Context: an optimization exercise on an open-source flow, tuned for small area, a short achievable clock period and few clock cycles per item. The choices shown serve that exercise and are no tape-out recipe. RTL that was checked went through simulation tests only; none was proved equivalent to the original. Power figures rest on the tool's default switching activity, not on a simulated workload.

== wip/ember ==
## multi_stack_shared_buffer_core
module multi_stack_shared_buffer_core #(
   parameter int NUM_STACKS = msb_pkg::NUM_STACKS_DEFAULT,
   parameter int CAPACITY   = msb_pkg::CAPACITY_DEFAULT,
   parameter int DATA_WIDTH = msb_pkg::DATA_WIDTH_DEFAULT
) (
   input  wire logic        clock,
   input  wire logic        reset,
   input  wire logic        req_tvalid,
   output      logic        req_tready,
   input  wire logic [31:0] req_tdata,    
   input  wire logic [3:0]  req_tuser,    
   output      logic        rsp_tvalid,
   input  wire logic        rsp_tready,
   output      logic [31:0] rsp_tdata,    
   output      logic [1:0]  rsp_tuser     
);
For scale: roughly 1400 cells after synthesis, roughly 670 flip-flops, about 25000 µm² of cells after synthesis.
==> module msb_engine, before the edit <==
module msb_engine #(
   parameter int NUM_STACKS = msb_pkg::NUM_STACKS_DEFAULT,
   parameter int CAPACITY   = msb_pkg::CAPACITY_DEFAULT,
   parameter int DATA_WIDTH = msb_pkg::DATA_WIDTH_DEFAULT
) (
   input  wire logic                    clock,
   input  wire logic                    reset,
   input  wire logic                    req_valid,
   output      logic                    req_ready,
   input  wire msb_pkg::req_type        req,
   output      logic                    rsp_valid,
   input  wire logic                    rsp_ready,
   output      msb_pkg::rsp_type        rsp
);
   localparam int AW = $clog2(CAPACITY);
   localparam int NS = msb_pkg::STACK_SLOTS;
   logic [AW-1:0]       head_ff [NS];
   logic [NS-1:0]       ne_ff;           
   logic [AW-1:0]       link_ff [CAPACITY];
   logic [CAPACITY-1:0] used_ff;
   logic                rd_valid_ff;
   msb_pkg::status_type rd_status_ff;
   logic [CAPACITY-1:0] rd_sel_ff;       
   logic                main_valid_ff;
   msb_pkg::status_type main_status_ff;
   logic [DATA_WIDTH-1:0] main_data_ff;
   logic                rd_move;
   logic                room;
   logic                take;
   logic                rd_valid_in, main_valid_in;
   logic [CAPACITY-1:0] alloc_oh;
   logic [AW-1:0]       alloc_idx;
   logic                full;
   logic                accept;
   logic [NS-1:0]       sid_oh;
   logic [CAPACITY-1:0] head_oh [NS];
   logic [CAPACITY-1:0] is_self;
   logic [CAPACITY-1:0] top_sel;         
   logic [AW-1:0]       head_s;
   logic [AW-1:0]       below_s;
   logic                last_s;
   logic                ne_s;
   logic                is_push, is_pop, is_rd;
   logic                push_ok, pop_ok;
   msb_pkg::status_type status_new;
   logic [DATA_WIDTH-1:0] rd_data;
   always_comb begin
      alloc_oh  = '0;
      alloc_idx = '0;
      for (int i = CAPACITY - 1; i >= 0; i--) begin
         if (!used_ff[i]) begin
            alloc_oh    = '0;
            alloc_oh[i] = 1'b1;
            alloc_idx   = AW'(i);
         end
      end
      full = &used_ff;
   end
   always_comb begin
      for (int s = 0; s < NS; s++) begin
         for (int i = 0; i < CAPACITY; i++) begin
            head_oh[s][i] = ne_ff[s] && (head_ff[s] == AW'(i)) && (s < NUM_STACKS);
         end
      end
      for (int i = 0; i < CAPACITY; i++) begin
         is_self[i] = (link_ff[i] == AW'(i));
      end
   end
   assign room      = !rd_valid_ff || !main_valid_ff || rsp_ready;
   assign req_ready = room;
   assign accept    = req_valid && room;
   always_comb begin
      for (int s = 0; s < NS; s++) begin
         sid_oh[s] = (req.stack_id == msb_pkg::STACK_ID_WIDTH'(s));
      end
      top_sel = '0;
      for (int s = 0; s < NS; s++) begin
         top_sel = top_sel | (head_oh[s] & {CAPACITY{sid_oh[s]}});
      end
      ne_s    = ne_ff[req.stack_id] && (req.stack_id < msb_pkg::STACK_ID_WIDTH'(NUM_STACKS) || NUM_STACKS >= NS);
      head_s  = head_ff[req.stack_id];
      below_s = '0;
      for (int i = 0; i < CAPACITY; i++) begin
         below_s = below_s | (link_ff[i] & {AW{top_sel[i]}});
      end
      last_s  = |(top_sel & is_self);
   end
   assign is_push = (req.action == msb_pkg::ACT_PUSH);
   assign is_pop  = (req.action == msb_pkg::ACT_POP);
   assign is_rd   = (req.action == msb_pkg::ACT_POP) || (req.action == msb_pkg::ACT_PEEK);
   assign push_ok = is_push && !full && (req.stack_id < msb_pkg::STACK_ID_WIDTH'(NUM_STACKS) || NUM_STACKS >= NS);
   assign pop_ok  = is_pop && ne_s;
   always_comb begin
      if (is_push && !push_ok) begin
         status_new = msb_pkg::ST_FULL;
      end else if (is_rd && !ne_s) begin
         status_new = msb_pkg::ST_EMPTY;
      end else begin
         status_new = msb_pkg::ST_OK;
      end
   end
   always_ff @(posedge clock) begin
      if (reset) begin
         used_ff <= '0;
         ne_ff   <= '0;
      end else if (accept) begin
         if (push_ok) begin
            used_ff <= used_ff | alloc_oh;
            ne_ff[req.stack_id] <= 1'b1;
         end
         if (pop_ok) begin
            used_ff <= used_ff & ~top_sel;
            ne_ff[req.stack_id] <= !last_s;
         end
      end
   end
   always_ff @(posedge clock) begin
      if (accept) begin
         if (push_ok) begin
            head_ff[req.stack_id] <= alloc_idx;
         end
         if (pop_ok) begin
            head_ff[req.stack_id] <= below_s;
         end
      end
   end
   always_ff @(posedge clock) begin
      for (int i = 0; i < CAPACITY; i++) begin
         if (alloc_oh[i]) begin
            link_ff[i] <= ne_s ? head_s : AW'(i);
         end
      end
   end
   assign take    = main_valid_ff && rsp_ready;
   assign rd_move = rd_valid_ff && (!main_valid_ff || rsp_ready);
   always_comb begin
      rd_valid_in   = accept || (rd_valid_ff && !rd_move);
      main_valid_in = rd_move || (main_valid_ff && !take);
   end
   always_ff @(posedge clock) begin
      if (reset) begin
         rd_valid_ff   <= 1'b0;
         main_valid_ff <= 1'b0;
      end else begin
         rd_valid_ff   <= rd_valid_in;
         main_valid_ff <= main_valid_in;
      end
   end
   always_ff @(posedge clock) begin
      if (accept) begin
         rd_status_ff <= status_new;
         rd_sel_ff    <= top_sel & {CAPACITY{is_rd}};
      end
   end
   always_ff @(posedge clock) begin
      if (!main_valid_ff || rsp_ready) begin
         main_status_ff <= rd_status_ff;
         main_data_ff   <= rd_data;
      end
   end
   msb_ram #(
      .WIDTH (DATA_WIDTH),
      .DEPTH (CAPACITY)
   ) u_data_ram (
      .clock   (clock),
      .wr_en   (alloc_oh & {CAPACITY{room}}),
      .wr_data (req.value[DATA_WIDTH-1:0]),
      .rd_sel  (rd_sel_ff),
      .rd_data (rd_data)
   );
   assign rsp_valid  = main_valid_ff;
   assign rsp.status = main_status_ff;
   assign rsp.data   = msb_pkg::VALUE_WIDTH'(main_data_ff);
endmodule
export LEC_CHECK = 0
export CAP_MARGIN = 20
export CORE_MARGIN = 2
export CORE_UTILIZATION = 40
export CTS_BUF_LIST = sky130_fd_sc_hd__clkbuf_16
export CTS_CLUSTER_DIAMETER = 70
export CTS_CLUSTER_SIZE = 24
export SETUP_SLACK_MARGIN = 1.9
export SLEW_MARGIN = 20
export TNS_END_PERCENT = 0
create_clock -name core_clock -period 4.0 [get_ports {clock}]
run.sh (not shown) runs the stock make flow with config.mk's settings and CLKGATE_MAP_FILE= SYNTH_SCRIPT=/design/flow/synth_recipe.tcl, a recipe that flattens the netlist after the stock synthesis.
Testbench counts of wip/ember, summed over its fixed seeds: cycles 8,016, items 8,000.
diff inputs: wip/ember => wip/cedar
-- flow/design.v --
<<< wip/ember, line 93
   logic                rd_valid_ff;
   msb_pkg::status_type rd_status_ff;
   logic [CAPACITY-1:0] rd_sel_ff;       
   logic                main_valid_ff;
   msb_pkg::status_type main_status_ff;
>>> wip/cedar, line 93
   logic                rd_valid_ff;
   msb_pkg::status_type rd_status_ff;
   logic                rd_hit_ff;       
   logic [AW-1:0]       rd_ptr_ff;       
   logic [CAPACITY-1:0] rd_sel;
   logic                main_valid_ff;
   msb_pkg::status_type main_status_ff;
<<< wip/ember, line 204
      end
   end
   assign take    = main_valid_ff && rsp_ready;
   assign rd_move = rd_valid_ff && (!main_valid_ff || rsp_ready);
>>> wip/cedar, line 206
      end
   end
   always_comb begin
      for (int i = 0; i < CAPACITY; i++) begin
         rd_sel[i] = rd_hit_ff && (rd_ptr_ff == AW'(i));
      end
   end
   assign take    = main_valid_ff && rsp_ready;
   assign rd_move = rd_valid_ff && (!main_valid_ff || rsp_ready);
<<< wip/ember, line 222
      if (accept) begin
         rd_status_ff <= status_new;
         rd_sel_ff    <= top_sel & {CAPACITY{is_rd}};
      end
   end
>>> wip/cedar, line 229
      if (accept) begin
         rd_status_ff <= status_new;
         rd_hit_ff    <= is_rd && ne_s;
         rd_ptr_ff    <= head_s;
      end
   end
<<< wip/ember, line 238
      .wr_en   (alloc_oh & {CAPACITY{room}}),
      .wr_data (req.value[DATA_WIDTH-1:0]),
      .rd_sel  (rd_sel_ff),
      .rd_data (rd_data)
   );
>>> wip/cedar, line 246
      .wr_en   (alloc_oh & {CAPACITY{room}}),
      .wr_data (req.value[DATA_WIDTH-1:0]),
      .rd_sel  (rd_sel),
      .rd_data (rd_data)
   );
Notes after the runs:
register to register as the worst setup path category was reported by wip/cedar, and primary input to register by wip/ember. Per the comparison of wip/cedar with wip/ember, power density normalized to cell area has decreased, layout multi-input combinational cell count rose about 7%. Number of non-clock buffers up 57 in wip/cedar wrt wip/ember. Diff wip/ember -> wip/cedar | synthesized area per cell | decrease of about 2.2%. Going from wip/ember to wip/cedar, number of vias in the routed layout +1.5%, final area +2.6%. The total area of multi-input combinational cells in wip/ember is 0.895 times that in wip/cedar. From wip/ember to wip/cedar the numbers moved as follows: signed area change from the synthesized netlist to the final layout shows an increase of 2.4 points, distinct cell type count of the synthesized netlist up about 16%, height of the die stayed essentially flat. wip/cedar: final worst slack is 0.039 ns higher than what wip/ember reported. wip/cedar gives more hold slack than wip/ember did.
No functional check of the RTL was part of wip/cedar.


== v27 ==
Another version of the RTL of multi_stack_shared_buffer_core (not shown whole).
Size: roughly 76 I/O pins, ~28000 um^2 of cells after synthesis.
==> module msb_engine, before the edit <==
module msb_engine #(
   parameter int NUM_STACKS = msb_pkg::NUM_STACKS_DEFAULT,
   parameter int CAPACITY   = msb_pkg::CAPACITY_DEFAULT,
   parameter int DATA_WIDTH = msb_pkg::DATA_WIDTH_DEFAULT
) (
   input  wire logic                    clock,
   input  wire logic                    reset,
   input  wire logic                    req_valid,
   output      logic                    req_ready,
   input  wire msb_pkg::req_type        req,
   output      logic                    rsp_valid,
   input  wire logic                    rsp_ready,
   output      msb_pkg::rsp_type        rsp
);
   localparam int AW = $clog2(CAPACITY);
   localparam int NS = msb_pkg::STACK_SLOTS;
   logic [AW-1:0]       head_ff [NS];
   logic [NS-1:0]       ne_ff;           
   logic [AW-1:0]       link_ff [CAPACITY];
   logic [CAPACITY-1:0] used_ff;
   logic                rdy_ff;          
   logic                rd_valid_ff;
   msb_pkg::status_type rd_status_ff;
   logic [CAPACITY-1:0] rd_sel_ff;       
   logic                main_valid_ff;
   msb_pkg::status_type main_status_ff;
   logic [DATA_WIDTH-1:0] main_data_ff;
   logic                skid_valid_ff;
   msb_pkg::status_type skid_status_ff;
   logic [DATA_WIDTH-1:0] skid_data_ff;
   logic                rd_move;
   logic                take;
   logic                rd_valid_in, main_valid_in, skid_valid_in;
   logic [CAPACITY-1:0] alloc_oh;
   logic [AW-1:0]       alloc_idx;
   logic                full;
   logic                accept;
   logic [NS-1:0]       sid_oh;
   logic [CAPACITY-1:0] head_oh [NS];
   logic [CAPACITY-1:0] is_self;
   logic [CAPACITY-1:0] top_sel;         
   logic [AW-1:0]       head_s;
   logic [AW-1:0]       below [NS];      
   logic [NS-1:0]       last;            
   logic                ne_s;
   logic                is_push, is_pop, is_rd;
   logic                push_ok, pop_ok;
   msb_pkg::status_type status_new;
   logic [DATA_WIDTH-1:0] rd_data;
   always_comb begin
      alloc_oh  = '0;
      alloc_idx = '0;
      for (int i = CAPACITY - 1; i >= 0; i--) begin
         if (!used_ff[i]) begin
            alloc_oh    = '0;
            alloc_oh[i] = 1'b1;
            alloc_idx   = AW'(i);
         end
      end
      full = &used_ff;
   end
   always_comb begin
      for (int s = 0; s < NS; s++) begin
         for (int i = 0; i < CAPACITY; i++) begin
            head_oh[s][i] = ne_ff[s] && (head_ff[s] == AW'(i)) && (s < NUM_STACKS);
         end
      end
      for (int i = 0; i < CAPACITY; i++) begin
         is_self[i] = (link_ff[i] == AW'(i));
      end
   end
   assign req_ready = rdy_ff;
   assign accept    = req_valid && rdy_ff;
   always_comb begin
      for (int s = 0; s < NS; s++) begin
         sid_oh[s] = (req.stack_id == msb_pkg::STACK_ID_WIDTH'(s));
      end
      top_sel = '0;
      for (int s = 0; s < NS; s++) begin
         top_sel = top_sel | (head_oh[s] & {CAPACITY{sid_oh[s]}});
      end
      ne_s    = ne_ff[req.stack_id] && (req.stack_id < msb_pkg::STACK_ID_WIDTH'(NUM_STACKS) || NUM_STACKS >= NS);
      head_s  = head_ff[req.stack_id];
   end
   always_comb begin
      for (int s = 0; s < NS; s++) begin
         below[s] = '0;
         for (int i = 0; i < CAPACITY; i++) begin
            below[s] = below[s] | (link_ff[i] & {AW{head_oh[s][i]}});
         end
         last[s] = |(head_oh[s] & is_self);
      end
   end
   assign is_push = (req.action == msb_pkg::ACT_PUSH);
   assign is_pop  = (req.action == msb_pkg::ACT_POP);
   assign is_rd   = (req.action == msb_pkg::ACT_POP) || (req.action == msb_pkg::ACT_PEEK);
   assign push_ok = is_push && !full && (req.stack_id < msb_pkg::STACK_ID_WIDTH'(NUM_STACKS) || NUM_STACKS >= NS);
   assign pop_ok  = is_pop && ne_s;
   always_comb begin
      if (is_push && !push_ok) begin
         status_new = msb_pkg::ST_FULL;
      end else if (is_rd && !ne_s) begin
         status_new = msb_pkg::ST_EMPTY;
      end else begin
         status_new = msb_pkg::ST_OK;
      end
   end
   always_ff @(posedge clock) begin
      if (reset) begin
         used_ff <= '0;
         ne_ff   <= '0;
      end else if (accept) begin
         if (push_ok) begin
            used_ff <= used_ff | alloc_oh;
            ne_ff[req.stack_id] <= 1'b1;
         end
         if (pop_ok) begin
            used_ff <= used_ff & ~top_sel;
            ne_ff[req.stack_id] <= !last[req.stack_id];
         end
      end
   end
   always_ff @(posedge clock) begin
      if (accept) begin
         if (push_ok) begin
            head_ff[req.stack_id] <= alloc_idx;
         end
         if (pop_ok) begin
            head_ff[req.stack_id] <= below[req.stack_id];
         end
      end
   end
   always_ff @(posedge clock) begin
      for (int i = 0; i < CAPACITY; i++) begin
         if (alloc_oh[i]) begin
            link_ff[i] <= ne_s ? head_s : AW'(i);
         end
      end
   end
   assign take    = main_valid_ff && rsp_ready;
   assign rd_move = rd_valid_ff && (!skid_valid_ff || rsp_ready);
   always_comb begin
      rd_valid_in   = accept || (rd_valid_ff && !rd_move);
      main_valid_in = (main_valid_ff && !take) || skid_valid_ff || rd_move;
      skid_valid_in = skid_valid_ff ? !take || rd_move
                                    : rd_move && main_valid_ff && !take;
   end
   always_ff @(posedge clock) begin
      if (reset) begin
         rdy_ff        <= 1'b1;
         rd_valid_ff   <= 1'b0;
         main_valid_ff <= 1'b0;
         skid_valid_ff <= 1'b0;
      end else begin
         rdy_ff        <= !(rd_valid_in && main_valid_in && skid_valid_in);
         rd_valid_ff   <= rd_valid_in;
         main_valid_ff <= main_valid_in;
         skid_valid_ff <= skid_valid_in;
      end
   end
   always_ff @(posedge clock) begin
      if (accept) begin
         rd_status_ff <= status_new;
         rd_sel_ff    <= top_sel & {CAPACITY{is_rd}};
      end
   end
   always_ff @(posedge clock) begin
      if (!main_valid_ff || take) begin
         if (skid_valid_ff) begin
            main_status_ff <= skid_status_ff;
            main_data_ff   <= skid_data_ff;
         end else begin
            main_status_ff <= rd_status_ff;
            main_data_ff   <= rd_data;
         end
      end
      if (!skid_valid_ff || take) begin
         skid_status_ff <= rd_status_ff;
         skid_data_ff   <= rd_data;
      end
   end
   msb_ram #(
      .WIDTH (DATA_WIDTH),
      .DEPTH (CAPACITY)
   ) u_data_ram (
      .clock   (clock),
      .wr_en   (alloc_oh & {CAPACITY{rdy_ff}}),
      .wr_data (req.value[DATA_WIDTH-1:0]),
      .rd_sel  (rd_sel_ff),
      .rd_data (rd_data)
   );
   assign rsp_valid  = main_valid_ff;
   assign rsp.status = main_status_ff;
   assign rsp.data   = msb_pkg::VALUE_WIDTH'(main_data_ff);
endmodule
==> flow/config.mk <==
export PLATFORM = sky130hd
export DESIGN_NAME = multi_stack_shared_buffer_core
export DESIGN_NICKNAME = multi_stack_shared_buffer_core
export VERILOG_FILES = /design/flow/design.v
export SDC_FILE = /design/flow/constraint.sdc
export NUM_CORES = 4
export LEC_CHECK = 0
export CAP_MARGIN = 20
export CORE_MARGIN = 2
export CORE_UTILIZATION = 40
export CTS_BUF_LIST = sky130_fd_sc_hd__clkbuf_8
export SETUP_SLACK_MARGIN = 1.9
export SLEW_MARGIN = 20
export TNS_END_PERCENT = 0
==> flow/constraint.sdc <==
create_clock -name core_clock -period 4.0 [get_ports {clock}]
set_input_delay 0.8000 -clock core_clock [delete_from_list [all_inputs] [get_ports {clock}]]
set_output_delay 0.8000 -clock core_clock [all_outputs]
set_load 0.01 [all_outputs]
Edits applied to the flow inputs when going from v27 to v16:
diff --git a/flow/design.v b/flow/design.v
--- a/flow/design.v
+++ b/flow/design.v
@@ -102,4 +102,5 @@
    logic [DATA_WIDTH-1:0] skid_data_ff;
    logic                rd_move;
+   logic                room;
    logic                take;
    logic                rd_valid_in, main_valid_in, skid_valid_in;
@@ -113,6 +114,6 @@
    logic [CAPACITY-1:0] top_sel;         
    logic [AW-1:0]       head_s;
-   logic [AW-1:0]       below [NS];      
-   logic [NS-1:0]       last;            
+   logic [AW-1:0]       below_s;
+   logic                last_s;
    logic                ne_s;
    logic                is_push, is_pop, is_rd;
@@ -143,5 +144,6 @@
    end
    assign req_ready = rdy_ff;
-   assign accept    = req_valid && rdy_ff;
+   assign room      = !(rd_valid_ff && skid_valid_ff);
+   assign accept    = req_valid && room;
    always_comb begin
       for (int s = 0; s < NS; s++) begin
@@ -154,13 +156,9 @@
       ne_s    = ne_ff[req.stack_id] && (req.stack_id < msb_pkg::STACK_ID_WIDTH'(NUM_STACKS) || NUM_STACKS >= NS);
       head_s  = head_ff[req.stack_id];
-   end
-   always_comb begin
-      for (int s = 0; s < NS; s++) begin
-         below[s] = '0;
-         for (int i = 0; i < CAPACITY; i++) begin
-            below[s] = below[s] | (link_ff[i] & {AW{head_oh[s][i]}});
-         end
-         last[s] = |(head_oh[s] & is_self);
+      below_s = '0;
+      for (int i = 0; i < CAPACITY; i++) begin
+         below_s = below_s | (link_ff[i] & {AW{top_sel[i]}});
       end
+      last_s  = |(top_sel & is_self);
    end
    assign is_push = (req.action == msb_pkg::ACT_PUSH);
@@ -189,5 +187,5 @@
          if (pop_ok) begin
             used_ff <= used_ff & ~top_sel;
-            ne_ff[req.stack_id] <= !last[req.stack_id];
+            ne_ff[req.stack_id] <= !last_s;
          end
       end
@@ -199,5 +197,5 @@
          end
          if (pop_ok) begin
-            head_ff[req.stack_id] <= below[req.stack_id];
+            head_ff[req.stack_id] <= below_s;
          end
       end
@@ -257,5 +255,5 @@
    ) u_data_ram (
       .clock   (clock),
-      .wr_en   (alloc_oh & {CAPACITY{rdy_ff}}),
+      .wr_en   (alloc_oh & {CAPACITY{room}}),
       .wr_data (req.value[DATA_WIDTH-1:0]),
       .rd_sel  (rd_sel_ff),
==> comparison <==
- Wire: v16 routes less than v27
- When v16 is measured against v27, its synthesized-area fraction occupied by and/or/nand/nor cells turns out 1.3 points lower.
- Routability-driven placement congestion ratio was higher in the run labelled v27.
- v27 → v16: combinational cell fraction of total power was more or less identical, synthesized cell count went down, fraction of layout instances using a drive strength above 1 shrank by 3.8 points, switching power as a share of total power shows a reduction of 0.89 points, total standard cell area after synthesis has decreased.
- v27 → v16: number of ordinary and repair buffers in the finished layout lower; final cell count lower; post-placement cell area lower; final worst setup slack higher.
- For v27, the startpoint of the most critical setup path was u_engine.head_ff[2][0], unlike v16, where it was req_tuser[3].
No functional check of the RTL was part of any run of this note.

==> port drivers added, routing unchanged <==
Ports are ideal in the flow. The routed layouts listed here were re-timed in OpenROAD.
Step 1 (the two cells are an assumption about what drives the block):
set clk [get_ports {clock}]
set_driving_cell -lib_cell sky130_fd_sc_hd__clkbuf_16 $clk
set_driving_cell -lib_cell sky130_fd_sc_hd__buf_2 [delete_from_list [all_inputs] $clk]
Step 2 times the ports against the registers' clock, not the clock port: input delays grow and output delays shrink by t, the midpoint of the rising clock arrivals with the driver on.
Three values: ideal ports, drivers, drivers and shift; two values: the first two.
| run | t, ns | slack for setup (ns) | worst setup path at the end | latest minus earliest clock arrival (ns) | cell pins on the clock port's net |
|---|---|---|---|---|---|
| wip/ember | 0.639 | 1.570 / 1.599 / 0.960 | input to register | 0.035 / 0.035 | 1 |
| wip/cedar | 0.649 | 1.609 / 1.609 / 0.986 | input to register | 0.050 / 0.050 | 1 |
| v27 | 0.776 | 1.273 / 1.273 / 0.725 | input to register | 0.047 / 0.047 | 1 |
| v16 | 0.762 | 1.547 / 1.577 / 0.820 | input to register | 0.025 / 0.026 | 1 |
After both steps every run listed still meets setup and hold. For v16, which loses most, drivers alone change the setup slack by +0.030 ns; drivers and shift together by -0.727 ns.
